Source: an optimization exercise on an open RTL-to-GDS flow (aim: small area). Production flows keep margins and buffers that such runs may drop.
No run shown here included a check of the RTL's function; only the layout flow was run.
Power and IR drop assume default switching activity.

<file path="config.mk">
export PLATFORM = sky130hd
export DESIGN_NAME = double_ended_stack_allocator_core
export DESIGN_NICKNAME = double_ended_stack_allocator_core
export VERILOG_FILES = /design/flow/design.v
export SDC_FILE = /design/flow/constraint.sdc
export NUM_CORES = 4
export LEC_CHECK = 0
export CAP_MARGIN = 20
export CORE_MARGIN = 2
export CORE_UTILIZATION = 40
export CTS_CLUSTER_DIAMETER = 100
export CTS_CLUSTER_SIZE = 24
export SLEW_MARGIN = 20
</file>
<file path="constraint.sdc">
create_clock -name core_clock -period 11.0 [get_ports {clk}]
set_input_delay 2.2000 -clock core_clock [delete_from_list [all_inputs] [get_ports {clk}]]
set_output_delay 2.2000 -clock core_clock [all_outputs]
set_load 0.01 [all_outputs]
</file>
<file path="design.v">
`timescale 1ns / 1ps
package desa_pkg;
	localparam int SIZE_BITS_DEF = 32;
	localparam int CMD_W      = 4;
	localparam int NUM_W      = 32;
	localparam int TIER_W     = 2;
	localparam int STATUS_W   = 2;
	localparam int OFFSET_W   = 33;
	localparam int FREE_W     = 32;
	localparam int CFG_DATA_W = 32;
	localparam int CFG_IDX_W  = 1;
	localparam logic [CMD_W-1:0] CMD_ALLOC_PRI   = 4'd0;
	localparam logic [CMD_W-1:0] CMD_CLEAR_PRI   = 4'd1;
	localparam logic [CMD_W-1:0] CMD_FREE_FRONT  = 4'd2;
	localparam logic [CMD_W-1:0] CMD_FREE_REAR   = 4'd3;
	localparam logic [CMD_W-1:0] CMD_FREE_GLOBAL = 4'd4;
	localparam logic [CMD_W-1:0] CMD_SET_TIER    = 4'd5;
	localparam logic [CMD_W-1:0] CMD_ALLOC_CUR   = 4'd6;
	localparam logic [CMD_W-1:0] CMD_ALLOC_NEXT  = 4'd7;
	localparam logic [CMD_W-1:0] CMD_CLEAR_FRAME = 4'd8;
	localparam logic [CMD_W-1:0] CMD_SWAP        = 4'd9;
	localparam logic [TIER_W-1:0] TIER_GLOBAL = 2'd0;
	localparam logic [TIER_W-1:0] TIER_FRONT  = 2'd1;
	localparam logic [TIER_W-1:0] TIER_REAR   = 2'd2;
	localparam logic SIDE_FRONT = 1'b0;
	localparam logic SIDE_REAR  = 1'b1;
	localparam logic [STATUS_W-1:0] ST_OK      = 2'd0;
	localparam logic [STATUS_W-1:0] ST_NOSPACE = 2'd1;
	localparam logic [STATUS_W-1:0] ST_NOCFG   = 2'd2;
	localparam logic [CFG_IDX_W-1:0] REG_PRIMARY_SIZE = 1'd0;
	localparam logic [CFG_IDX_W-1:0] REG_FRAME_SIZE   = 1'd1;
	typedef struct packed {
		logic exec;     
		logic cfg_we;   
	} ctl_t;
endpackage
`timescale 1ns / 1ps
`timescale 1ns / 1ps
`timescale 1ns / 1ps
module double_ended_stack_allocator_core #(
	parameter int SIZE_BITS = desa_pkg::SIZE_BITS_DEF
) (
	input  logic                             clk,
	input  logic                             arst_n,
	input  logic                             cmd_valid,
	output logic                             cmd_ready,
	input  logic [desa_pkg::CMD_W-1:0]       cmd_command,
	input  logic [desa_pkg::NUM_W-1:0]       cmd_num_bytes,
	input  logic [desa_pkg::TIER_W-1:0]      cmd_tier,
	output logic                             res_valid,
	input  logic                             res_ready,
	output logic [desa_pkg::STATUS_W-1:0]    res_status,
	output logic [desa_pkg::OFFSET_W-1:0]    res_offset,
	output logic [desa_pkg::FREE_W-1:0]      res_primary_free,
	output logic [desa_pkg::FREE_W-1:0]      res_frame_free,
	input  logic                             cfg_valid,
	output logic                             cfg_ready,
	input  logic [desa_pkg::CFG_IDX_W-1:0]   cfg_index,
	input  logic [desa_pkg::CFG_DATA_W-1:0]  cfg_data
);
	typedef logic [31:0] w_t;
	localparam int ADD_BLK = 11;
	function automatic logic [32:0] add32(input logic [31:0] a, input logic [31:0] b,
			input logic ci);
		logic [32:0] s;
		logic [31:0] r;
		logic cb, c, pp;
		cb = ci;
		for (int lo = 0; lo < 32; lo += ADD_BLK) begin
			c = (lo == 0) ? ci : 1'b0;
			for (int i = lo; i < lo + ADD_BLK && i < 32; i++) begin
				r[i] = a[i] ^ b[i] ^ c;
				c = (a[i] & b[i]) | (c & (a[i] ^ b[i]));
			end
			if (lo == 0) begin
				for (int i = lo; i < lo + ADD_BLK && i < 32; i++) s[i] = r[i];
				cb = c;
			end else begin
				pp = 1'b1;
				for (int i = lo; i < lo + ADD_BLK && i < 32; i++) begin
					s[i] = r[i] ^ (cb & pp);
					pp = pp & r[i];
				end
				cb = c | (cb & pp);
			end
		end
		s[32] = cb;
		add32 = s;
	endfunction
	w_t   psize_q, fsize_q, global_q, front_q, rear_q, ffront_q, frear_q;
	logic [1:0] tier_q;
	logic side_q;
	logic valid_q;
	logic pnz_q, fnz_q;
	logic [1:0] st_q;
	w_t   off_q;
	logic ofr_q;
	logic exec;
	assign cmd_ready = !valid_q || res_ready;
	assign res_valid = valid_q;
	assign cfg_ready = 1'b1;
	assign exec      = cmd_valid && cmd_ready;
	always_ff @(posedge clk or negedge arst_n) begin
		if (!arst_n) valid_q <= 1'b0;
		else if (exec) valid_q <= 1'b1;
		else if (res_ready) valid_q <= 1'b0;
	end
	logic c_apri, c_clr, c_ffront, c_frear, c_fglob, c_tier, c_afrm, c_cfrm, c_swap;
	assign c_apri   = cmd_command == 4'd0;
	assign c_clr    = cmd_command == 4'd1;
	assign c_ffront = cmd_command == 4'd2;
	assign c_frear  = cmd_command == 4'd3;
	assign c_fglob  = cmd_command == 4'd4;
	assign c_tier   = cmd_command == 4'd5;
	assign c_afrm   = cmd_command[3:1] == 3'b011;
	assign c_cfrm   = cmd_command == 4'd8;
	assign c_swap   = cmd_command == 4'd9;
	logic pcfg, fcfg, cfg_nz;
	assign pcfg   = pnz_q;
	assign fcfg   = fnz_q;
	assign cfg_nz = |cfg_data;
	w_t proom, froom;
	assign proom = w_t'(add32(rear_q, ~front_q, 1'b1));
	assign froom = w_t'(add32(frear_q, ~ffront_q, 1'b1));
	assign res_primary_free = pcfg ? proom : '0;
	assign res_frame_free   = fcfg ? froom : '0;
	logic aside, t_rear, t_glob, use_rear;
	assign aside    = side_q ^ cmd_command[0];
	assign t_rear   = tier_q[1];
	assign t_glob   = ~tier_q[1] & ~tier_q[0];
	assign use_rear = c_afrm ? aside : t_rear;
	w_t room, a_in, sum;
	assign room = c_afrm ? froom : proom;
	always_comb begin
		case ({c_afrm, use_rear})
			2'b00:   a_in = front_q;
			2'b01:   a_in = ~rear_q;
			2'b10:   a_in = ffront_q;
			default: a_in = ~frear_q;
		endcase
	end
	assign sum = w_t'(add32(a_in, cmd_num_bytes, 1'b0));
	logic nospace, nocfg, alloc, ok;
	assign alloc   = c_apri | c_afrm;
	assign nocfg   = c_afrm ? ~fcfg : ~pcfg;
	assign nospace = cmd_num_bytes > room;
	assign ok      = alloc & ~nocfg & ~nospace;
	logic pri_ok, frm_ok;
	assign pri_ok = exec & c_apri & pcfg & ~nospace;
	assign frm_ok = exec & c_afrm & fcfg & ~nospace;
	always_ff @(posedge clk) begin
		if (exec) begin
			st_q  <= alloc ? {nocfg, ~nocfg & nospace} : 2'b00;
			off_q <= ok ? (use_rear ? ~sum : a_in) : '0;
			ofr_q <= ok & c_afrm & pnz_q;
		end
	end
	assign res_status = st_q;
	assign res_offset = add32(off_q, ofr_q ? psize_q : 32'd0, 1'b0);
	logic pcfg_we, fcfg_we;
	assign pcfg_we = cfg_valid & ~cfg_index[0];
	assign fcfg_we = cfg_valid &  cfg_index[0];
	w_t psize_d, fsize_d;
	assign psize_d = pcfg_we ? cfg_data : psize_q;
	assign fsize_d = fcfg_we ? cfg_data : fsize_q;
	logic p_zero, p_rear_sz, p_front_gl;
	assign p_zero     = pcfg_we | (exec & c_clr);
	assign p_rear_sz  = pcfg_we | (exec & (c_clr | c_frear | c_fglob));
	assign p_front_gl = exec & (c_ffront | c_fglob | (c_tier & cmd_tier == 2'd0));
	always_ff @(posedge clk or negedge arst_n) begin
		if (!arst_n) pnz_q <= 1'b0;
		else if (pcfg_we) pnz_q <= cfg_nz;
	end
	always_ff @(posedge clk) psize_q <= psize_d;
	w_t global_d;
	assign global_d = p_zero ? '0 : ((pri_ok & t_glob) ? sum : global_q);
	always_ff @(posedge clk) begin
		global_q <= global_d;
		if (p_zero | p_front_gl | (pri_ok & t_glob)) front_q <= global_d;
		else if (pri_ok & ~t_rear) front_q <= sum;
		if (p_rear_sz) rear_q <= psize_d;
		else if (pri_ok & t_rear) rear_q <= ~sum;
		if (pcfg_we) tier_q <= 2'd0;
		else if (exec & c_tier & cmd_tier != 2'd3) tier_q <= cmd_tier;
	end
	logic f_front0, f_rear_sz;
	assign f_front0  = fcfg_we | (exec & (c_cfrm | (c_swap & fcfg & ~side_q)));
	assign f_rear_sz = fcfg_we | (exec & (c_cfrm | (c_swap & fcfg & side_q)));
	always_ff @(posedge clk or negedge arst_n) begin
		if (!arst_n) fnz_q <= 1'b0;
		else if (fcfg_we) fnz_q <= cfg_nz;
	end
	always_ff @(posedge clk) fsize_q <= fsize_d;
	always_ff @(posedge clk) begin
		if (f_front0) ffront_q <= '0;
		else if (frm_ok & ~aside) ffront_q <= sum;
		if (f_rear_sz) frear_q <= fsize_d;
		else if (frm_ok & aside) frear_q <= ~sum;
		if (fcfg_we) side_q <= 1'b0;
		else if (exec & c_swap & fcfg) side_q <= ~side_q;
	end
endmodule
</file>
<file path="flow/run.sh">
#!/bin/bash
# The standard layout (the standard.sh: standard synthesis, floorplan,
# power grid, placement, CTS, routing), with one change: the buffer that
# port buffering puts on every input and output port is the platform's
# smallest buffer, sky130_fd_sc_hd__buf_1, instead of the one the resizer
# picks by itself. Repair still resizes any port buffer that needs it.
set -euo pipefail
export BUFFER_PORTS_ARGS="-buffer_cell sky130_fd_sc_hd__buf_1"
bash standard.sh finish > standard.log 2>&1
</file>
<file path="standard.sh">
#!/bin/bash
# synth_recipe.tcl (not shown) runs the flow's synth.tcl, then flattens the netlist and writes it again
# the make line also repeats each setting of config.mk as NAME=value (left out here)
make -C /OpenROAD-flow-scripts/flow DESIGN_CONFIG=/design/flow/config.mk WORK_HOME=/design/flow/orfs CLKGATE_MAP_FILE= SYNTH_SCRIPT=/design/flow/synth_recipe.tcl "${@:-finish}"
</file>
==> impl_metrics.toml, run 1 <==
[floorplanning]
initial_core_util_pct = 40.53
die_y_um = 210.4
fp.dieW_um = 210.4
rows = 75
ios = 178
core_area_mm2 = 0.04204
die_area_mm2 = 0.04427

[synthesis]
async_flop_share_pct = 1.132
synth-edff-count = 131
avgSynthCellArea_um2 = 9.953
ys_ff_latch = 265
synth_warnings = 1
yosysTopAreaCell = "edfxtp_1"
ys.flop_type = "edfxtp_1"
synth_top_area_share_pct = 23.09
syn_area_mm2 = 0.01704
yosysMostFrequentCell = "nand2_1"
ys_seq_area_share_pct = 38.92
synthTopCellsByArea = "edfxtp_1, dfxtp_1, fa_1, mux2_2, nand2_1"
synthCells = 1712
synth_nets = 1953
synth_top_cells_by_count = "nand2_1, dfxtp_1, edfxtp_1, inv_1, nor2_1"
synth.distinct_cells = 67

[worst_hold_path]
hold_depth = 2
min_path_type = "reg -> reg"

[global_routing]
grt_max_degree = 44
grtUsageMet2_pct = 40.27
antenna_found_initial = 0
track_usage_pct = 24.72
met3_usage_pct = 3.903
grt_pass1_vias = 13390
met1_usage_pct = 33.36
top_usage_layer = "met2"
grt.overflow.total = 0
grt_pass1_wl_um = 81830

[power]
powerDensity_mw_per_mm2 = 196.9
ir_worst_vdd_mv = 0.08422
power.leakage_uw = 0.007083

[placed_design]
dp_hpwl_um = 40420
io_buffers = 176
dp_cells = 2364
dpl_cell_area_mm2 = 0.01834
place_congestion = 0.9202

[routing]
drtIter0Drc = 1250
wl_per_cell_um = 23.24
finalWirelength_um = 55520
viasPerCell = 5.651
ant_nets = 0
drcViolationCount = 0
num_vias = 13500
drt_first_pass_iters = 9

[sta]
fmax_mhz = 95.93
maxSlewHeadroom_pct = 24.77
hold_violations = 0
hold-worst-slack_ns = 0.4676
tns_ns = 0
finalSetupViolCount = 0
min_period_ns = 10.42
rsz0062_at_grt = "false"
finalClockSkew_ns = 0.02520
tightest_slew_ns = 1.128
period_share_pct = 94.77
drv_slew = 0

[clocking]
cts_tree = "done"
holdBufCountCts = 0
clk_pin_slew_worst_paths_ns = 0.11
numCtsBuffers = 15
cts_setup_buffers = 0
htreeDepth = 1
cts_resized = 0
clk_latency_ns = 0.52
clock-sinks = 265
cts-root-buf = "clkbuf_16"
clockBufferDepth = 3

[worst_setup_path]
reg2reg_depth = 26
worst_ep_required_time_ns = 11.24
cp_slowest_cell = "or3_2"
reg2reg_to = "off_q[11]"
worstSetupStartpointType = "flip-flop"
r2r_slack_ns = 0.58
worst_setup_path_end_kind = "flip-flop"
r2r_start = "ffront_q[11]"
crit_arrival_ns = 10.67
cpMostUsedCell = "fa_1"
worst-path-max-fanout = 33
cp-startpoint = "ffront_q[11]"
cp-endpoint = "off_q[11]"
setup.worst_path.class = "reg -> reg"
worst_path_largest_cell_delay_ns = 0.92

[job]
maxCapViolCount = 0

[cells_and_area]
syn2layout_area_growth_pct = 10.29
final_nets = 2083
fillers = 4101
design_area_mm2 = 0.01879
final_util_pct = 44.71
drive_gt1_share_pct = 8.811
final_cells = 2389
diodes = 0

[run_status]
status = "finished clean"
-- critical path, delay by kind of cell (launching register included) --
kind | cells | cell delay [ns]
xor+xnor | 1 | 0.21
fa+ha+maj | 12 | 4.79
simple gates | 8 | 3.38
compound gates | 4 | 1.30
flops | 1 | 0.39
buf+inv | 1 | 0.06
-- cell families (layout without fill, tap and decap cells) --
kind of cell	Yosys count	in the layout	share of synthesized area, %
muxes	134	134	8.532
buffers and inverters	226	364	5.015
xor gates and xnor gates	84	84	4.317
and+or+nand+nor	569	569	15.46
other	1	1	0.02201
DFF	265	265	38.92
adders and majority gates	165	165	17.09
AOI/OAI and AO/OA	268	268	10.65
-- per-layer routing --
metal | share of wire (%) | wire (µm)
met5 | 0 | 0
met3 | 7.8 | 4336
met4 | 3.7 | 2064
met1 | 42 | 23460
met2 | 46 | 25660
-- through the flow --
step | setup WS, ns | total power, µW
after floorplan | 0.6498 | 2497
after global placement | 0.7707 | 3023
after detailed placement | 0.5947 | 3063
after CTS | 0.7162 | 3700
after global routing | 0.2942 | 3926
final | 0.5752 | 3700
-- cell type report --
type	count	area, µm²	area share (%)
Sequential cell	265	6633	35.29
Clock inverter	3	55.05	0.2929
Inverter	129	484.2	2.576
Multi-Input combinational cell	1221	9630	51.24
Timing Repair Buffer	210	915.9	4.873
Tap cell	539	674.4	3.588
Clock buffer	22	401.6	2.137
-- power by group --
group,internal (µW),switching (µW)
Clock,285,352
Sequential,1220,76.9
Combinational,693,1080
-- state kept, by name, indices dropped and copies added (netlist names), 2 cells and up --
name      cells
tier_q        2
rear_q       32
st_q          2
off_q        32
psize_q      32
frear_q      32
ffront_q     32
global_q     32
fsize_q      32
front_q      32
-- how the worst min path moves through the flow --
stage / from / to
after floorplan: fsize_q[28] / fsize_q[28]
after global placement: global_q[30] / global_q[30]
after detailed placement: global_q[26] / global_q[26]
after CTS: psize_q[7] / psize_q[7]
after global routing: global_q[30] / global_q[30]
final: psize_q[7] / psize_q[7]
-- cell usage in the layout (no fill, tap or decap), drive strengths merged, types with 52 or more instances in the layout --
master  synthesis  final
fa            113    113
and2           53     53
dfxtp         131    131
a21oi          59     59
buf            20    210
edfxtp        131    131
nand2         248    248
a211oi         63     63
o21ai          61     61
inv           128    127
mux2           90     90
nor2          121    121
ha             52     52
==> run 2: changes to the inputs <==
--- a/config.mk
+++ b/config.mk
@@ -6,4 +6,5 @@
 export NUM_CORES = 4
 export LEC_CHECK = 0
+export ABC_AREA = 1
 export CAP_MARGIN = 20
 export CORE_MARGIN = 2
==> run 2 against run 1 <==
Compared with the run above: clock skew increased by 0.00089 ns; core utilization is 0.50 points lower; clock power decreased by 3.6%; first-iteration DRC count increased by 3.7%; register-to-register slack improved by 1.2 ns; sequential share of layout area fell by 0.47 points; sequential cell count unchanged; count of clock-buffer cells in the layout did not move; via count up 10%; final cell count grew 19%; total power shrank 3.2%; critical endpoint is now front_q[23]; largest power group unchanged.
==> impl_metrics.toml, run 2 <==
[run_status]
status = "finished clean"

[floorplanning]
core_area_mm2 = 0.04308
fp.dieW_um = 212.9
die_y_um = 212.9
die_area_mm2 = 0.04531
ios = 178
rows = 76
initial_core_util_pct = 40.51

[cells_and_area]
diodes = 0
syn2layout_area_growth_pct = 9.135
fillers = 4390
final_cell_mix = "nand2_1, inv_1, o21ai_0"
final_common_cell = "nand2_1"
final_nets = 2495
drive_gt1_share_pct = 5.921
design_area_mm2 = 0.01904

[synthesis]
syn_area_mm2 = 0.01745
synthCells = 2130
synth_top_cells_by_count = "nand2_1, inv_1, o21ai_0, nor2_1"
synth-edff-count = 131
ys_ff_latch = 265
synth_top_area_share_pct = 22.54
synth.distinct_cells = 51
synth_nets = 2371
yosysTopAreaCell = "edfxtp_1"
async_flop_share_pct = 1.132
synth_warnings = 1
yosysMostFrequentCell = "nand2_1"
ys.flop_type = "edfxtp_1"
avgSynthCellArea_um2 = 8.192
ys_seq_area_share_pct = 38.00
synthTopCellsByArea = "edfxtp_1, dfxtp_1, fa_1, nand2_1, inv_1"

[worst_setup_path]
reg2reg_depth = 35
setup.worst_path.class = "in -> reg"
worst_setup_path_end_kind = "flip-flop"
cp.depth = 28
cpMostUsedCell = "fa_1"
worst-path-max-fanout = 25
crit_arrival_ns = 9.84
crit_buf_inv = 4
worst_path_largest_cell_delay_ns = 0.50
worst_ep_required_time_ns = 11.27
critPathTopFamily = "adder cells"
worstSetupStartpointType = "input pin"
cp_slowest_cell = "fa_1"

[placed_design]
dp_hpwl_um = 45500
place_congestion = 0.9598
dpl_cell_area_mm2 = 0.01860
io_buffers = 176

[power]
power.leakage_uw = 0.008281
seqPwrFrac_pct = 35.8
powerDensity_mw_per_mm2 = 188.1
clockPowerShare_pct = 17.1
switching_power_uw = 1532
p_int_uw = 2050
p_comb_share_pct = 47.1
swShare_pct = 42.77
ir_worst_vdd_mv = 0.08662

[clocking]
clockBufferDepth = 3
clk_latency_ns = 0.52
htreeDepth = 1
cts_setup_buffers = 0
holdBufCountCts = 0
cts-root-buf = "clkbuf_16"
clock-sinks = 265
cts_tree = "done"
numCtsBuffers = 15
cts_resized = 0
clk_pin_slew_worst_paths_ns = 0.10

[routing]
wl_per_cell_um = 21.28
finalWirelength_um = 60600
ant_nets = 0
viasPerCell = 5.218
drcViolationCount = 0
num_vias = 14860
drt_first_pass_iters = 6
drtIter0Drc = 1296

[sta]
fmax_mhz = 104.4
finalClockSkew_ns = 0.02609
finalSetupViolCount = 0
period_share_pct = 87.06
maxSlewHeadroom_pct = 37.93
tightest_slew_ns = 0.9300
tns_ns = 0
hold_violations = 0
rsz0062_at_grt = "false"
drv_slew = 0
min_period_ns = 9.577

[worst_hold_path]
min_path_type = "reg -> reg"
hold_depth = 2

[global_routing]
antenna_found_initial = 0
track_usage_pct = 26.83
grt_max_degree = 69
grt_pass1_vias = 14970
grt.overflow.total = 0
grt_pass1_wl_um = 90000

[job]
maxCapViolCount = 0
[run 2: cells by family after synthesis]
logic type | Yosys count | share of synthesized area, %
and+or+nand+nor | 833 | 20.85
buffers and inverters | 432 | 9.802
AOI/OAI and AO/OA | 377 | 11.63
DFF | 265 | 38.00
adders and majority gates | 165 | 16.69
xor gates and xnor gates | 44 | 2.252
muxes | 13 | 0.7457
other | 1 | 0.02149
[run 2: stage by stage]
step           utilization (%)  std cells  total power [µW]  setup slack (ns)  hold WS, ns
2_1_floorplan                -       2130              2442             2.015       0.4378
3_3_place_gp             43.17       2822              2954             1.059       0.4538
3_5_place_dp             43.17       2822              2987            0.9002       0.4592
4_1_cts                  44.20       2848              3595             1.401       0.4806
5_1_grt                  44.21       2848              3837            0.9344       0.5060
6_report                 44.21       2848              3582             1.423       0.4779
[run 2: worst paths after layout]
kind	slack, ns	to	startpoint
worst max-delay path	1.42	front_q[23]	cmd_command[2]
worst min-delay path	0.48	fsize_q[21]	fsize_q[21]
worst max register to register	1.78	off_q[10]	rear_q[0]
worst min register to register	0.48	fsize_q[21]	fsize_q[21]
max in group asynchronous	9.25	fnz_q	arst_n
min in group asynchronous	1.53	valid_q	arst_n
[run 2: final cells by class]
type / instances / area [µm²] / share of cell area (%)
multi-input combinational: 1433 / 9134 / 47.96
sequential: 265 / 6631 / 34.82
tap: 585 / 732.0 / 3.844
clock inverter: 4 / 38.79 / 0.2037
clock buffer: 22 / 401.6 / 2.109
inverter: 341 / 1280 / 6.721
timing repair buffer: 198 / 825.8 / 4.336
[run 2: tightest hold or removal path: cells and delay by family, from the launching register on]
| kind | cells | cell delay (ns) |
|---|---|---|
| AOI/OAI and AO/OA | 1 | 0.08 |
| DFF | 1 | 0.32 |
| and+or+nand+nor | 1 | 0.04 |
[run 2: power groups by stage]
stage	logic [µW]	registers, µW	clock network [µW]
floorplan	1170	1270	0
global placement	1650	1310	0
detailed placement	1680	1310	0
CTS	1690	1280	621
global route	1890	1290	649
finish	1690	1280	613
[run 2: layer usage]
metal,up-vias,global-route usage [%],wire length (µm)
li1,7029,-,-
met3,145,3.074,3322
met1,7163,31.99,23280
met5,-,0,0
met4,0,15.58,4048
met2,524,46.80,29940
==> run 3: changes to the inputs <==
--- a/design.v
+++ b/design.v
@@ -88,5 +88,5 @@
 		add32 = s;
 	endfunction
-	w_t   psize_q, fsize_q, global_q, front_q, rear_q, ffront_q, frear_q;
+	w_t   psize_q, fsize_q, global_q, front_q, nrear_q, ffront_q, nfrear_q;
 	logic [1:0] tier_q;
 	logic side_q;
@@ -121,6 +121,6 @@
 	assign cfg_nz = |cfg_data;
 	w_t proom, froom;
-	assign proom = w_t'(add32(rear_q, ~front_q, 1'b1));
-	assign froom = w_t'(add32(frear_q, ~ffront_q, 1'b1));
+	assign proom = ~w_t'(add32(nrear_q, front_q, 1'b0));
+	assign froom = ~w_t'(add32(nfrear_q, ffront_q, 1'b0));
 	assign res_primary_free = pcfg ? proom : '0;
 	assign res_frame_free   = fcfg ? froom : '0;
@@ -135,7 +135,7 @@
 		case ({c_afrm, use_rear})
 			2'b00:   a_in = front_q;
-			2'b01:   a_in = ~rear_q;
+			2'b01:   a_in = nrear_q;
 			2'b10:   a_in = ffront_q;
-			default: a_in = ~frear_q;
+			default: a_in = nfrear_q;
 		endcase
 	end
@@ -173,12 +173,12 @@
 	end
 	always_ff @(posedge clk) psize_q <= psize_d;
-	w_t global_d;
-	assign global_d = p_zero ? '0 : ((pri_ok & t_glob) ? sum : global_q);
 	always_ff @(posedge clk) begin
-		global_q <= global_d;
-		if (p_zero | p_front_gl | (pri_ok & t_glob)) front_q <= global_d;
+		if (p_zero) global_q <= '0;
+		else if (pri_ok & t_glob) global_q <= sum;
+		if (p_zero) front_q <= '0;
+		else if (p_front_gl) front_q <= global_q;
 		else if (pri_ok & ~t_rear) front_q <= sum;
-		if (p_rear_sz) rear_q <= psize_d;
-		else if (pri_ok & t_rear) rear_q <= ~sum;
+		if (p_rear_sz) nrear_q <= ~psize_d;
+		else if (pri_ok & t_rear) nrear_q <= sum;
 		if (pcfg_we) tier_q <= 2'd0;
 		else if (exec & c_tier & cmd_tier != 2'd3) tier_q <= cmd_tier;
@@ -195,6 +195,6 @@
 		if (f_front0) ffront_q <= '0;
 		else if (frm_ok & ~aside) ffront_q <= sum;
-		if (f_rear_sz) frear_q <= fsize_d;
-		else if (frm_ok & aside) frear_q <= ~sum;
+		if (f_rear_sz) nfrear_q <= ~fsize_d;
+		else if (frm_ok & aside) nfrear_q <= sum;
 		if (fcfg_we) side_q <= 1'b0;
 		else if (exec & c_swap & fcfg) side_q <= ~side_q;
--- a/config.mk
+++ b/config.mk
@@ -6,9 +6,6 @@
 export NUM_CORES = 4
 export LEC_CHECK = 0
-export ABC_AREA = 1
 export CAP_MARGIN = 20
 export CORE_MARGIN = 2
 export CORE_UTILIZATION = 40
-export CTS_CLUSTER_DIAMETER = 100
-export CTS_CLUSTER_SIZE = 24
 export SLEW_MARGIN = 20
==> run 3 against run 2 <==
Compared with the run above: sequential power shrank about 10%; routed wire length grew 5.3%; non-clock buffer count grew 23.
==> impl_metrics.toml, run 3 <==
[synthesis]
ys_seq_area_share_pct = 36.12
synth-edff-count = 99
synth_top_cells_by_count = "nand2_1, inv_1, dfxtp_1, nor2_1, a21oi_1"
ys.flop_type = "dfxtp_1"
syn_area_mm2 = 0.01747
synth.distinct_cells = 70
synth_top_area_share_pct = 18.68
synth_nets = 2143
ys_ff_latch = 265
async_flop_share_pct = 1.132
synth_warnings = 1
yosysTopAreaCell = "dfxtp_1"
yosysMostFrequentCell = "nand2_1"
synthTopCellsByArea = "dfxtp_1, edfxtp_1, fa_1, nand2_1, ha_1"
avgSynthCellArea_um2 = 9.185
synthCells = 1902

[floorplanning]
fp.dieW_um = 213.0
die_y_um = 213.0
ios = 178
rows = 76
initial_core_util_pct = 40.56
core_area_mm2 = 0.04308
die_area_mm2 = 0.04536

[cells_and_area]
final_util_pct = 45.94
final_common_cell = "nand2_1"
drive_gt1_share_pct = 7.222
final_cell_mix = "nand2_1, buf_1, inv_1"
fillers = 4191
syn2layout_area_growth_pct = 13.26
final_nets = 2282
final_cells = 2649

[routing]
drtIter0Drc = 1395
drcViolationCount = 0
drt_first_pass_iters = 5
ant_nets = 0
viasPerCell = 5.630
num_vias = 14910
finalWirelength_um = 63780
wl_per_cell_um = 24.08

[sta]
fmax_mhz = 96.42
setup_ws_ns = 0.6283
rsz0062_at_grt = "false"
tns_ns = 0
tightest_slew_ns = 1.090
period_share_pct = 94.29
maxSlewHeadroom_pct = 27.17
min_period_ns = 10.37
hold_violations = 0
drv_slew = 0
finalSetupViolCount = 0
hold-worst-slack_ns = 0.4549
finalClockSkew_ns = 0.03667

[global_routing]
grt.overflow.total = 0
grt_pass1_vias = 14540
grt_max_degree = 49
track_usage_pct = 28.22
met1_usage_pct = 40.48
grt_pass1_wl_um = 93560
grtUsageMet2_pct = 42.08
antenna_found_initial = 2
met3_usage_pct = 5.501
top_usage_layer = "met2"

[worst_hold_path]
hold_depth = 2
holdPathEnd = "psize_q[3]"
min_path_type = "reg -> reg"
hp-start = "psize_q[3]"

[worst_setup_path]
r2r_start = "nrear_q[0]"
worst-path-max-fanout = 24
cpMostUsedCell = "fa_1"
r2r_slack_ns = 0.63
cp_slowest_cell = "or4b_1"
worst_ep_required_time_ns = 11.50
reg2reg_to = "front_q[13]"
worst_path_largest_cell_delay_ns = 0.70
reg2reg_depth = 29
crit_arrival_ns = 10.88
worst_setup_path_end_kind = "flip-flop"
worstSetupStartpointType = "flip-flop"
setup.worst_path.class = "reg -> reg"

[placed_design]
dp_cells = 2593
place_congestion = 0.9214
preCtsSetupSlack_ns = 0.2464
dp_hpwl_um = 46360
io_buffers = 176

[clocking]
clk_latency_ns = 0.59
clk_pin_slew_worst_paths_ns = 0.06
cts-root-buf = "clkbuf_16"
cts_tree = "done"
numCtsBuffers = 30
clockBufferDepth = 3
cts_resized = 0
htreeDepth = 1
clock-sinks = 265
holdBufCountCts = 0
cts_setup_buffers = 0

[power]
powerDensity_mw_per_mm2 = 146.7
power.leakage_uw = 0.007476
ir_worst_vdd_mv = 0.1157

[job]
maxCapViolCount = 0

[run_status]
status = "finished clean"
[run 3: cell types whose count changed in the layout (fill, tap and decap cells not counted), moves of 32 or more]
cell / change
nand2_1: -246
inv_1: -155
o21ai_0: -103
and2_1: +78
a211oi_1: +43
mux2i_1: +43
mux2_2: +35
edfxtp_1: -32
xnor2_1: +32
[run 3: through the flow]
| step | total power, µW | cell area, µm² |
|---|---|---|
| finish | 2903 | 19790 |
| global route | 3027 | 19790 |
| CTS | 2904 | 19770 |
| detailed placement | 1930 | 18840 |
| global placement | 1920 | 18840 |
| floorplan | 1646 | 17470 |
[run 3: kinds of logic after synthesis]
kind of cell	Yosys count	synth area share (%)
XOR/XNOR	88	4.412
adder cells (fa/ha/maj)	165	16.67
AND/OR/NAND/NOR	635	17.20
other	1	0.02146
flip-flops	265	36.12
multiplexers	91	5.464
buffers and inverters	289	6.489
AO/OA/AOI/OAI	368	13.62
[run 3: report_power, final]
group          leakage, µW  internal (µW)  switching, µW  total, µW
logic              0.00470            264            511        775
clock network     0.000457            556            421        978
registers          0.00232           1110           43.1       1150
total              0.00748           1930            976       2900
[run 3: final cells by class]
class	instances	area [µm²]	share of cell area (%)
timing repair buffer	221	1027	5.191
antenna	1	2.502	0.01265
sequential	265	6312	31.90
multi-input combinational	1348	10120	51.14
tap	585	732.0	3.699
clock inverter	5	33.78	0.1707
inverter	175	656.9	3.320
clock buffer	49	903.4	4.565
[run 3: worst max path at each step]
stage | start | to
after floorplan | front_q[0] | nrear_q[0]
after global placement | nrear_q[0] | front_q[21]
after detailed placement | front_q[0] | front_q[21]
after CTS | nrear_q[0] | front_q[13]
after global routing | nrear_q[0] | front_q[7]
final | nrear_q[0] | front_q[13]
[run 3: critical path: cells and delay by family (launching register included)]
kind	cells	cell delay, ns
xor gates and xnor gates	1	0.20
and+or+nand+nor	7	2.39
buffers and inverters	3	0.57
AOI/OAI and AO/OA	6	2.20
adders and majority gates	12	4.56
DFF	1	0.37
[run 3: metal layers]
metal	routed length (µm)	vias up
li1	-	6781
met1	27430	7257
met2	27500	757
met3	6577	117
met4	2258	2
met5	18	-
==> run 4: changes to the inputs <==
--- a/config.mk
+++ b/config.mk
@@ -9,3 +9,5 @@
 export CORE_MARGIN = 2
 export CORE_UTILIZATION = 40
+export CTS_CLUSTER_DIAMETER = 100
+export CTS_CLUSTER_SIZE = 24
 export SLEW_MARGIN = 20
==> run 4 against run 3 <==
Compared with the run above: still clean on timing, DRC and antenna; non-clock buffer count stayed put; first-iteration DRC count is 9.5% lower; core utilization is 1.2 points lower; global-route usage is 0.32 points lower; count of clock-buffer cells in the layout is 25 lower; clock power is 36% lower; largest cell class unchanged; highest routed layer unchanged.
==> impl_metrics.toml, run 4 <==
[routing]
num_vias = 14750
ant_nets = 0
drt-met1-wl_um = 27650
top_layer = "met5"
drt_first_pass_iters = 5
drtIter0Drc = 1263
met2_length_um = 27010
wl_met3_um = 6099
wl_per_cell_um = 24.14
viasPerCell = 5.633
finalWirelength_um = 63220
drcViolationCount = 0

[global_routing]
antenna_found_initial = 4
grt_pass1_wl_um = 92430
track_usage_pct = 27.90
grt_max_degree = 49
grt.overflow.total = 0
grt_pass1_vias = 14330

[clocking]
clk_latency_ns = 0.52
clockBufferDepth = 3
clock-sinks = 265
cts_tree = "done"
cts_resized = 0
clk_pin_slew_worst_paths_ns = 0.10
htreeDepth = 1
cts_setup_buffers = 0
cts-root-buf = "clkbuf_16"
holdBufCountCts = 0
numCtsBuffers = 15

[synthesis]
async_flop_share_pct = 1.132
ys.flop_type = "dfxtp_1"
yosysTopAreaCell = "dfxtp_1"
yosysMostFrequentCell = "nand2_1"
synthCells = 1902
synth.distinct_cells = 70
synth-edff-count = 99
synth_top_area_share_pct = 18.68
ys_seq_area_share_pct = 36.12
synth_nets = 2143
synth_warnings = 1
syn_area_mm2 = 0.01747
ys_ff_latch = 265
avgSynthCellArea_um2 = 9.185
synth_top_cells_by_count = "nand2_1, inv_1, dfxtp_1, nor2_1, a21oi_1"
synthTopCellsByArea = "dfxtp_1, edfxtp_1, fa_1, nand2_1, ha_1"

[floorplanning]
ios = 178
initial_core_util_pct = 40.56
die_area_mm2 = 0.04536
fp.dieW_um = 213.0
core_area_mm2 = 0.04308
die_y_um = 213.0
rows = 76

[sta]
maxSlewHeadroom_pct = 27.68
tightest_slew_ns = 1.075
setup_ws_ns = 0.6185
finalClockSkew_ns = 0.03363
tns_ns = 0
hold_violations = 0
min_period_ns = 10.38
rsz0062_at_grt = "false"
fmax_mhz = 96.33
finalSetupViolCount = 0
drv_slew = 0
period_share_pct = 94.38

[worst_setup_path]
reg2reg_to = "front_q[13]"
worst_path_largest_cell_delay_ns = 0.71
worst-path-max-fanout = 24
reg2reg_depth = 29
r2r_start = "nrear_q[0]"
cp_slowest_cell = "or4b_1"
cpMostUsedCell = "fa_1"
worst_setup_path_end_kind = "flip-flop"
worst_ep_required_time_ns = 11.46
crit_arrival_ns = 10.84
r2r_slack_ns = 0.62
worstSetupStartpointType = "flip-flop"
setup.worst_path.class = "reg -> reg"

[placed_design]
dpl_cell_area_mm2 = 0.01884
dp_hpwl_um = 46360
preCtsSetupSlack_ns = 0.2464
place_congestion = 0.9214
io_buffers = 176

[run_status]
status = "finished clean"

[worst_hold_path]
hp-start = "psize_q[3]"
min_path_type = "reg -> reg"
hold_depth = 2
holdPathEnd = "psize_q[3]"

[cells_and_area]
final_common_cell = "nand2_1"
diodes = 0
design_area_mm2 = 0.01929
syn2layout_area_growth_pct = 10.40
register_area_mm2 = 0.006312
multi_input_area_mm2 = 0.01012
drive_gt1_share_pct = 6.146
final_cell_mix = "nand2_1, buf_1, inv_1"
final_nets = 2267
fillers = 4254

[power]
power.leakage_uw = 0.007226
finalPower_uw = 2546
ir_worst_vdd_mv = 0.08359
powerDensity_mw_per_mm2 = 132.0

[job]
maxCapViolCount = 0
[run 4: cell counts after synthesis]
Identical to the previous run, type by type.
[run 4: layout make-up]
type | instances | share of cell area (%)
multi-input cells | 1348 | 52.47
flip-flops and latches | 265 | 32.73
repair buffers | 221 | 5.326
well taps | 585 | 3.795
inverters | 175 | 3.406
clock buffers | 24 | 2.121
clock inverters | 1 | 0.1557
[run 4: critical path: cells and delay by family, from the launching register on]
kind	cells	cell delay, ns
adders and majority gates	12	4.55
and+or+nand+nor	7	2.39
AOI/OAI and AO/OA	6	2.19
buffers and inverters	3	0.57
DFF	1	0.39
xor gates and xnor gates	1	0.20
[run 4: cell families (layout without fill, tap and decap cells)]
kind of cell | after synthesis | after routing | share of synthesized area [%]
xor+xnor | 88 | 88 | 4.412
simple gates | 635 | 635 | 17.20
compound gates | 368 | 368 | 13.62
buf+inv | 289 | 421 | 6.489
mux | 91 | 91 | 5.464
other cells | 1 | 1 | 0.02146
flops | 265 | 265 | 36.12
fa+ha+maj | 165 | 165 | 16.67
[run 4: how the worst max path moves through the flow]
| stage | endpoint | slack [ns] | depth (start not counted) | from |
|---|---|---|---|---|
| global route | front_q[7] | 0.34 | 29 | nrear_q[0] |
| CTS | front_q[21] | 0.26 | 29 | nrear_q[0] |
| floorplan | nrear_q[0] | 0.65 | 29 | front_q[0] |
| finish | front_q[13] | 0.62 | 29 | nrear_q[0] |
| global placement | front_q[21] | 0.26 | 29 | nrear_q[0] |
| detailed placement | front_q[21] | 0.25 | 29 | front_q[0] |
[run 4: routing by layer]
metal / global-route usage, % / vias to the layer above
met5: 0 / -
met3: 5.810 / 126
met1: 39.97 / 7166
met2: 41.56 / 732
li1: - / 6723
met4: 9.911 / 6
[run 4: where the power goes]
part | internal [µW] | switching, µW | total (µW)
clock network | 265 | 358 | 623
logic | 264 | 511 | 775
registers | 1110 | 43.0 | 1150
total | 1630 | 912 | 2550
[run 4: per-stage QoR]
stage	std cells	utilization, %	hold WS, ns
3_5_place_dp	2593	43.73	0.4470
5_1_grt	2619	44.77	0.4902
2_1_floorplan	1902	-	0.4288
4_1_cts	2618	44.75	0.4633
6_report	2619	44.77	0.4607
3_3_place_gp	2593	43.73	0.4472
==> run 5: changes to the inputs <==
--- a/design.v
+++ b/design.v
@@ -88,5 +88,5 @@
 		add32 = s;
 	endfunction
-	w_t   psize_q, fsize_q, global_q, front_q, nrear_q, ffront_q, nfrear_q;
+	w_t   psize_q, fsize_q, global_q, front_q, rear_q, ffront_q, frear_q;
 	logic [1:0] tier_q;
 	logic side_q;
@@ -121,8 +121,8 @@
 	assign cfg_nz = |cfg_data;
 	w_t proom, froom;
-	assign proom = ~w_t'(add32(nrear_q, front_q, 1'b0));
-	assign froom = ~w_t'(add32(nfrear_q, ffront_q, 1'b0));
-	assign res_primary_free = pcfg ? proom : '0;
-	assign res_frame_free   = fcfg ? froom : '0;
+	assign proom = w_t'(add32(rear_q, ~front_q, 1'b1));
+	assign froom = w_t'(add32(frear_q, ~ffront_q, 1'b1));
+	assign res_primary_free = proom;
+	assign res_frame_free   = froom;
 	logic aside, t_rear, t_glob, use_rear;
 	assign aside    = side_q ^ cmd_command[0];
@@ -135,7 +135,7 @@
 		case ({c_afrm, use_rear})
 			2'b00:   a_in = front_q;
-			2'b01:   a_in = nrear_q;
+			2'b01:   a_in = ~rear_q;
 			2'b10:   a_in = ffront_q;
-			default: a_in = nfrear_q;
+			default: a_in = ~frear_q;
 		endcase
 	end
@@ -153,5 +153,5 @@
 			st_q  <= alloc ? {nocfg, ~nocfg & nospace} : 2'b00;
 			off_q <= ok ? (use_rear ? ~sum : a_in) : '0;
-			ofr_q <= ok & c_afrm & pnz_q;
+			ofr_q <= ok & c_afrm;
 		end
 	end
@@ -165,12 +165,16 @@
 	assign fsize_d = fcfg_we ? cfg_data : fsize_q;
 	logic p_zero, p_rear_sz, p_front_gl;
-	assign p_zero     = pcfg_we | (exec & c_clr);
-	assign p_rear_sz  = pcfg_we | (exec & (c_clr | c_frear | c_fglob));
+	assign p_zero     = pcfg_we | ~pnz_q | (exec & c_clr);
+	assign p_rear_sz  = pcfg_we | ~pnz_q | (exec & (c_clr | c_frear | c_fglob));
 	assign p_front_gl = exec & (c_ffront | c_fglob | (c_tier & cmd_tier == 2'd0));
 	always_ff @(posedge clk or negedge arst_n) begin
-		if (!arst_n) pnz_q <= 1'b0;
-		else if (pcfg_we) pnz_q <= cfg_nz;
-	end
-	always_ff @(posedge clk) psize_q <= psize_d;
+		if (!arst_n) begin
+			pnz_q   <= 1'b0;
+			psize_q <= '0;
+		end else begin
+			if (pcfg_we) pnz_q <= cfg_nz;
+			psize_q <= psize_d;
+		end
+	end
 	always_ff @(posedge clk) begin
 		if (p_zero) global_q <= '0;
@@ -179,22 +183,26 @@
 		else if (p_front_gl) front_q <= global_q;
 		else if (pri_ok & ~t_rear) front_q <= sum;
-		if (p_rear_sz) nrear_q <= ~psize_d;
-		else if (pri_ok & t_rear) nrear_q <= sum;
+		if (p_rear_sz) rear_q <= psize_d;
+		else if (pri_ok & t_rear) rear_q <= ~sum;
 		if (pcfg_we) tier_q <= 2'd0;
 		else if (exec & c_tier & cmd_tier != 2'd3) tier_q <= cmd_tier;
 	end
 	logic f_front0, f_rear_sz;
-	assign f_front0  = fcfg_we | (exec & (c_cfrm | (c_swap & fcfg & ~side_q)));
-	assign f_rear_sz = fcfg_we | (exec & (c_cfrm | (c_swap & fcfg & side_q)));
+	assign f_front0  = fcfg_we | ~fnz_q | (exec & (c_cfrm | (c_swap & fcfg & ~side_q)));
+	assign f_rear_sz = fcfg_we | ~fnz_q | (exec & (c_cfrm | (c_swap & fcfg & side_q)));
 	always_ff @(posedge clk or negedge arst_n) begin
-		if (!arst_n) fnz_q <= 1'b0;
-		else if (fcfg_we) fnz_q <= cfg_nz;
-	end
-	always_ff @(posedge clk) fsize_q <= fsize_d;
+		if (!arst_n) begin
+			fnz_q   <= 1'b0;
+			fsize_q <= '0;
+		end else begin
+			if (fcfg_we) fnz_q <= cfg_nz;
+			fsize_q <= fsize_d;
+		end
+	end
 	always_ff @(posedge clk) begin
 		if (f_front0) ffront_q <= '0;
 		else if (frm_ok & ~aside) ffront_q <= sum;
-		if (f_rear_sz) nfrear_q <= ~fsize_d;
-		else if (frm_ok & aside) nfrear_q <= sum;
+		if (f_rear_sz) frear_q <= fsize_d;
+		else if (frm_ok & aside) frear_q <= ~sum;
 		if (fcfg_we) side_q <= 1'b0;
 		else if (exec & c_swap & fcfg) side_q <= ~side_q;
==> run 5 against run 4 <==
Compared with the run above: combinational power increased by 25%; via count decreased by 9.9%; largest power group unchanged; core utilization increased by 0.19 points; synthesized cell count decreased by 9.6%; clock power decreased by 1%; non-clock buffer count decreased by 2; cell area decreased by 2.2%; global-route usage decreased by 2.9 points; critical path type is now reg -> out.
==> impl_metrics.toml, run 5 <==
[power]
clockPowerShare_pct = 22.2
ir_worst_vdd_mv = 0.07825
swShare_pct = 36.81
p_comb_share_pct = 34.9
powerDensity_mw_per_mm2 = 146.9
seqPwrFrac_pct = 43.0
p_int_uw = 1750
switching_power_uw = 1020
power.leakage_uw = 0.007164

[floorplanning]
core_area_mm2 = 0.04195
rows = 75
die_area_mm2 = 0.04419
ios = 178
initial_core_util_pct = 40.55
fp.dieW_um = 210.2
die_y_um = 210.2

[clocking]
clockBufferDepth = 3
holdBufCountCts = 0
cts-root-buf = "clkbuf_16"
cts_tree = "done"
cts_resized = 0
clk_latency_ns = 0.53
cts_setup_buffers = 0
numCtsBuffers = 15
clk_pin_slew_worst_paths_ns = 0.10
clock-sinks = 265
htreeDepth = 1

[cells_and_area]
fillers = 4082
final_common_cell = "nand2_1"
diodes = 0
drive_gt1_share_pct = 9.096
final_cell_mix = "nand2_1, buf_1, inv_1"
final_nets = 2101
syn2layout_area_growth_pct = 10.89
design_area_mm2 = 0.01886

[routing]
wl_per_cell_um = 22.88
drt_first_pass_iters = 7
viasPerCell = 5.521
ant_nets = 0
finalWirelength_um = 55090
drcViolationCount = 0
drtIter0Drc = 953
num_vias = 13290

[placed_design]
io_buffers = 176
dp_hpwl_um = 40800
preCtsSetupSlack_ns = 1.010
place_congestion = 0.9235
dpl_cell_area_mm2 = 0.01842

[sta]
drv_slew = 0
min_period_ns = 10.32
finalSetupViolCount = 0
hold_violations = 0
rsz0062_at_grt = "false"
setup_ws_ns = 0.6760
fmax_mhz = 96.86
tns_ns = 0
tightest_slew_ns = 0.9430
period_share_pct = 93.85
maxSlewHeadroom_pct = 37.13
finalClockSkew_ns = 0.03477

[synthesis]
synth_top_cells_by_count = "nand2_1, inv_1, nor2_1, fa_1"
synth_warnings = 1
syn_area_mm2 = 0.01701
avgSynthCellArea_um2 = 9.895
synthCells = 1719
synth_nets = 1960
synthTopCellsByArea = "edfxtp_1, fa_1, dfxtp_1, dfrtp_1, nand2_1"
yosysMostFrequentCell = "nand2_1"
ys_ff_latch = 265
synth-edff-count = 99
async_flop_share_pct = 25.28
ys_seq_area_share_pct = 38.98
yosysTopAreaCell = "edfxtp_1"
ys.flop_type = "edfxtp_1"
synth.distinct_cells = 60
synth_top_area_share_pct = 17.48

[worst_setup_path]
r2r_slack_ns = 1.36
r2r_start = "rear_q[0]"
worstSetupStartpointType = "flip-flop"
cp-startpoint = "ofr_q"
reg2reg_depth = 34
crit_arrival_ns = 8.12
cp-endpoint = "res_offset[31]"
worst_setup_path_end_kind = "output pin"
setup.worst_path.class = "reg -> out"
worst_ep_required_time_ns = 8.80
worst-path-max-fanout = 12
reg2reg_to = "off_q[10]"

[job]
maxCapViolCount = 0

[global_routing]
grt_max_degree = 68
track_usage_pct = 24.97
grt_pass1_vias = 13400
grt.overflow.total = 0
antenna_found_initial = 0
grt_pass1_wl_um = 82390

[run_status]
status = "finished clean"

[worst_hold_path]
min_path_type = "reg -> reg"
hold_depth = 2
## run 5: logic make-up (layout without fill, tap and decap cells)
group	count (synthesis)	after routing	share of synthesized area, %
compound gates	302	302	11.47
xor+xnor	90	90	4.634
fa+ha+maj	165	165	17.12
buf+inv	244	394	5.414
flops	265	265	38.98
mux	141	141	8.922
other cells	1	1	0.02205
simple gates	511	511	13.43
## run 5: cell type report
type	instances	area, µm²	area share, %
multi-input cells	1210	9544	50.60
flip-flops and latches	265	6633	35.16
repair buffers	219	1010	5.353
well taps	539	674.4	3.575
inverters	149	559.3	2.965
clock buffers	23	405.4	2.149
clock inverters	3	36.28	0.1924
## run 5: how the worst min path moves through the flow
stage / start / end / slack [ns]
2_1_floorplan: front_q[12] / front_q[12] / 0.45
3_3_place_gp: global_q[21] / front_q[21] / 0.45
3_5_place_dp: front_q[14] / front_q[14] / 0.46
4_1_cts: front_q[14] / front_q[14] / 0.47
5_1_grt: global_q[21] / front_q[21] / 0.49
6_report: front_q[12] / front_q[12] / 0.48
## run 5: power by group through the flow
stage	logic, µW	clock network (µW)	registers, µW
2_1_floorplan	623	0	1190
3_5_place_dp	964	0	1210
4_1_cts	972	624	1190
5_1_grt	1060	658	1200
6_report	965	614	1190
3_3_place_gp	953	0	1210
## run 5: critical path, cell delays in order (launching register included)
cell and delay [ns]:
edfxtp_1 0.63, and2_1 0.20, ha_1 0.13, inv_1 0.04, fa_1 0.38, fa_1 0.43
fa_1 0.41, fa_1 0.41, fa_1 0.40, fa_1 0.41, fa_1 0.39, fa_1 0.41
fa_1 0.39, fa_1 0.49, or4_1 0.48, o41ai_4 0.31, nand3b_2 0.17, or4_4 0.44
or2_4 0.26, or4_4 0.43, xor2_1 0.19, buf_1 0.17
## run 5: through the flow
step | hold slack, ns | cells | total power (µW) | util [%]
6_report | 0.4752 | 2408 | 2770 | 44.97
5_1_grt | 0.4894 | 2408 | 2920 | 44.97
4_1_cts | 0.4749 | 2408 | 2787 | 44.97
3_5_place_dp | 0.4607 | 2382 | 2177 | 43.91
3_3_place_gp | 0.4515 | 2382 | 2164 | 43.91
2_1_floorplan | 0.4462 | 1719 | 1811 | -
## run 5: layer usage
metal / GRT usage [%] / routed length, µm / vias to the layer above
met2: 43.58 / 27180 / 453
met1: 31.91 / 22610 / 6590
met5: 0 / 0 / -
met3: 2.205 / 2695 / 93
li1: - / - / 6158
met4: 10.42 / 2598 / 0
==> run 6: changes to the inputs <==
--- a/config.mk
+++ b/config.mk
@@ -6,4 +6,5 @@
 export NUM_CORES = 4
 export LEC_CHECK = 0
+export ABC_AREA = 1
 export CAP_MARGIN = 20
 export CORE_MARGIN = 2
==> run 6 against run 5 <==
Compared with the run above: still clean on timing, DRC and antenna; fmax is 2.9% higher; count of clock-buffer cells in the layout is 1 lower; combinational power is 11% higher; total power is 3.8% higher; core utilization is 0.66 points lower; sequential share of layout area is 0.34 points lower; sequential cell count stayed put; routed wire length is 9.5% higher; worst hold slack worse by 0.0061 ns; register-to-register slack worse by 0.29 ns; critical path type is now in -> reg.
==> impl_metrics.toml, run 6 <==
[synthesis]
synth_nets = 2351
yosysMostFrequentCell = "nand2_1"
synth-edff-count = 99
avgSynthCellArea_um2 = 8.249
yosysTopAreaCell = "edfxtp_1"
synthCells = 2110
ys.flop_type = "edfxtp_1"
async_flop_share_pct = 25.28
ys_seq_area_share_pct = 38.10
synth_top_area_share_pct = 17.08
synth_top_cells_by_count = "nand2_1, inv_1, o21ai_0, a21oi_1, fa_1"
synth_warnings = 1
synthTopCellsByArea = "edfxtp_1, fa_1, dfxtp_1, nand2_1, dfrtp_1"
ys_ff_latch = 265
synth.distinct_cells = 57
syn_area_mm2 = 0.01741

[run_status]
status = "finished clean"

[routing]
viasPerCell = 5.363
wl_per_cell_um = 21.29
drtIter0Drc = 1174
drt_first_pass_iters = 5
finalWirelength_um = 60310
num_vias = 15190
ant_nets = 0
drcViolationCount = 0

[sta]
finalSetupViolCount = 0
maxSlewHeadroom_pct = 34.50
drv_slew = 0
period_share_pct = 91.18
tightest_slew_ns = 0.9814
finalClockSkew_ns = 0.02556
tns_ns = 0
rsz0062_at_grt = "false"
hold_violations = 0
min_period_ns = 10.03
fmax_mhz = 99.70

[worst_setup_path]
worst_path_largest_cell_delay_ns = 0.52
reg2reg_depth = 41
setup.worst_path.class = "in -> reg"
r2r_slack_ns = 1.07
crit_arrival_ns = 10.35
worstSetupStartpointType = "input pin"
cp_slowest_cell = "fa_1"
reg2reg_to = "off_q[30]"
worst_ep_required_time_ns = 11.32
critPathTopFamily = "adder cells"
cpMostUsedCell = "fa_1"
r2r_start = "frear_q[0]"
crit_buf_inv = 4
worst_setup_path_end_kind = "flip-flop"
worst-path-max-fanout = 24

[floorplanning]
initial_core_util_pct = 40.50
rows = 76
core_area_mm2 = 0.04298
die_area_mm2 = 0.04520
die_y_um = 212.6
fp.dieW_um = 212.6
ios = 178

[clocking]
cts_setup_buffers = 0
htreeDepth = 1
clk_pin_slew_worst_paths_ns = 0.10
holdBufCountCts = 0
cts_resized = 0
cts_tree = "done"
cts-root-buf = "clkbuf_16"
numCtsBuffers = 15
clock-sinks = 265
clk_latency_ns = 0.52
clockBufferDepth = 3

[placed_design]
io_buffers = 176
dp_hpwl_um = 45510
dp_cells = 2808
dpl_cell_area_mm2 = 0.01861
place_congestion = 0.9749

[cells_and_area]
final_common_cell = "nand2_1"
fillers = 4438
final_cells = 2833
final_nets = 2481
syn2layout_area_growth_pct = 9.417
drive_gt1_share_pct = 5.516
final_cell_mix = "nand2_1, inv_1, o21ai_0"
design_area_mm2 = 0.01904
final_util_pct = 44.31
diodes = 0

[power]
power.leakage_uw = 0.008237
ir_worst_vdd_mv = 0.09138
powerDensity_mw_per_mm2 = 151.0
finalPower_uw = 2876

[worst_hold_path]
hp-start = "front_q[14]"
hold_depth = 2
min_path_type = "reg -> reg"
holdPathEnd = "front_q[14]"

[global_routing]
grt_pass1_wl_um = 90250
grt_pass1_vias = 15200
track_usage_pct = 26.76
antenna_found_initial = 0
grt.overflow.total = 0
grt_max_degree = 68

[job]
maxCapViolCount = 0
-- run 6: cell count changes after synthesis, moves of 50 or more --
cell	change
o21ai_0	+143
a21oi_1	+90
mux2_2	-85
mux2i_1	-50
nand2_1	+261
inv_1	+174
-- run 6: worst max path at each step --
| stage | from | end | slack [ns] | cells after the start |
|---|---|---|---|---|
| 2_1_floorplan | cmd_command[2] | off_q[23] | 1.99 | 27 |
| 3_3_place_gp | cmd_command[2] | off_q[23] | 0.88 | 29 |
| 3_5_place_dp | cmd_command[0] | off_q[23] | 0.64 | 27 |
| 4_1_cts | cmd_command[0] | off_q[23] | 1.10 | 27 |
| 5_1_grt | cmd_command[2] | off_q[23] | 0.55 | 29 |
| 6_report | cmd_command[0] | off_q[23] | 0.97 | 27 |
-- run 6: cell type report --
type	instances	area (µm²)	share of cell area, %
Clock buffer	22	401.6	2.109
Clock inverter	3	32.53	0.1708
Inverter	334	1254	6.583
Multi-Input combinational cell	1419	9089	47.72
Sequential cell	265	6631	34.82
Tap cell	585	732.0	3.843
Timing Repair Buffer	205	904.6	4.750
-- run 6: power by group --
group | switching (µW) | internal (µW)
sequential | 65.9 | 1130
combinational | 724 | 343
clock | 348 | 262
-- run 6: layer usage --
layer  GRT usage [%]  up-vias  part of all wire [%]
met4           13.77        0                   5.8
met3           2.570      148                   5.8
met1           33.10     7391                    39
li1                -     7036                     -
met5               0        -                     0
met2           46.52      618                    50
-- run 6: cells by family after synthesis --
logic type | synth area share (%)
adder cells (fa/ha/maj) | 16.73
other | 0.02154
multiplexers | 0.3451
flip-flops | 38.10
buffers and inverters | 9.812
AO/OA/AOI/OAI | 14.09
AND/OR/NAND/NOR | 19.09
XOR/XNOR | 1.804
-- run 6: metrics by stage --
stage	worst slack [ns]	hold WS [ns]
after detailed placement	0.6383	0.4558
after CTS	1.097	0.4707
after global placement	0.8767	0.4512
after floorplan	1.989	0.4401
final	0.9697	0.4691
after global routing	0.5521	0.4939
-- run 6: worst reg2reg max path: cells and delay by family, from the launching register on --
kind | cells | cell delay [ns]
fa+ha+maj | 13 | 4.55
simple gates | 17 | 3.24
buf+inv | 7 | 1.05
flops | 1 | 0.39
xor+xnor | 1 | 0.23
compound gates | 2 | 0.23
mux | 1 | 0.11

==> port drivers added, routing unchanged <==
In the flow no input, the clock included, has a driving cell. The finished layouts below were timed again as built, in two steps. Step 1 (the two cells are an assumption about what drives the block):
set clk [get_ports {clk}]
set_driving_cell -lib_cell sky130_fd_sc_hd__clkbuf_16 $clk
set_driving_cell -lib_cell sky130_fd_sc_hd__buf_2 [delete_from_list [all_inputs] $clk]
Step 2 also shifts input and output timing later by t, the mid clock arrival at the registers, as if the neighbouring blocks saw the same clock. Slacks: no drivers / after step 1 / after step 2; pairs: no drivers / after step 1.
run	t (ns)	setup WS [ns]	hold WS [ns]
run 1	0.557	0.575 / 0.575 / 0.461	0.468 / 0.468 / 0.468
run 2	0.565	1.423 / 1.456 / 0.891	0.478 / 0.478 / 0.478
run 3	0.622	0.628 / 0.628 / 0.628	0.455 / 0.455 / 0.455
run 4	0.557	0.618 / 0.618 / 0.618	0.461 / 0.461 / 0.461
run 5	0.565	0.676 / 0.619 / 0.853	0.475 / 0.475 / 0.475
run 6	0.558	0.970 / 0.994 / 0.436	0.469 / 0.469 / 0.469
After both steps every run listed still meets setup and hold. The setup slack of run 6, which loses most, moves by +0.024 ns with the drivers and by -0.534 ns with both steps.
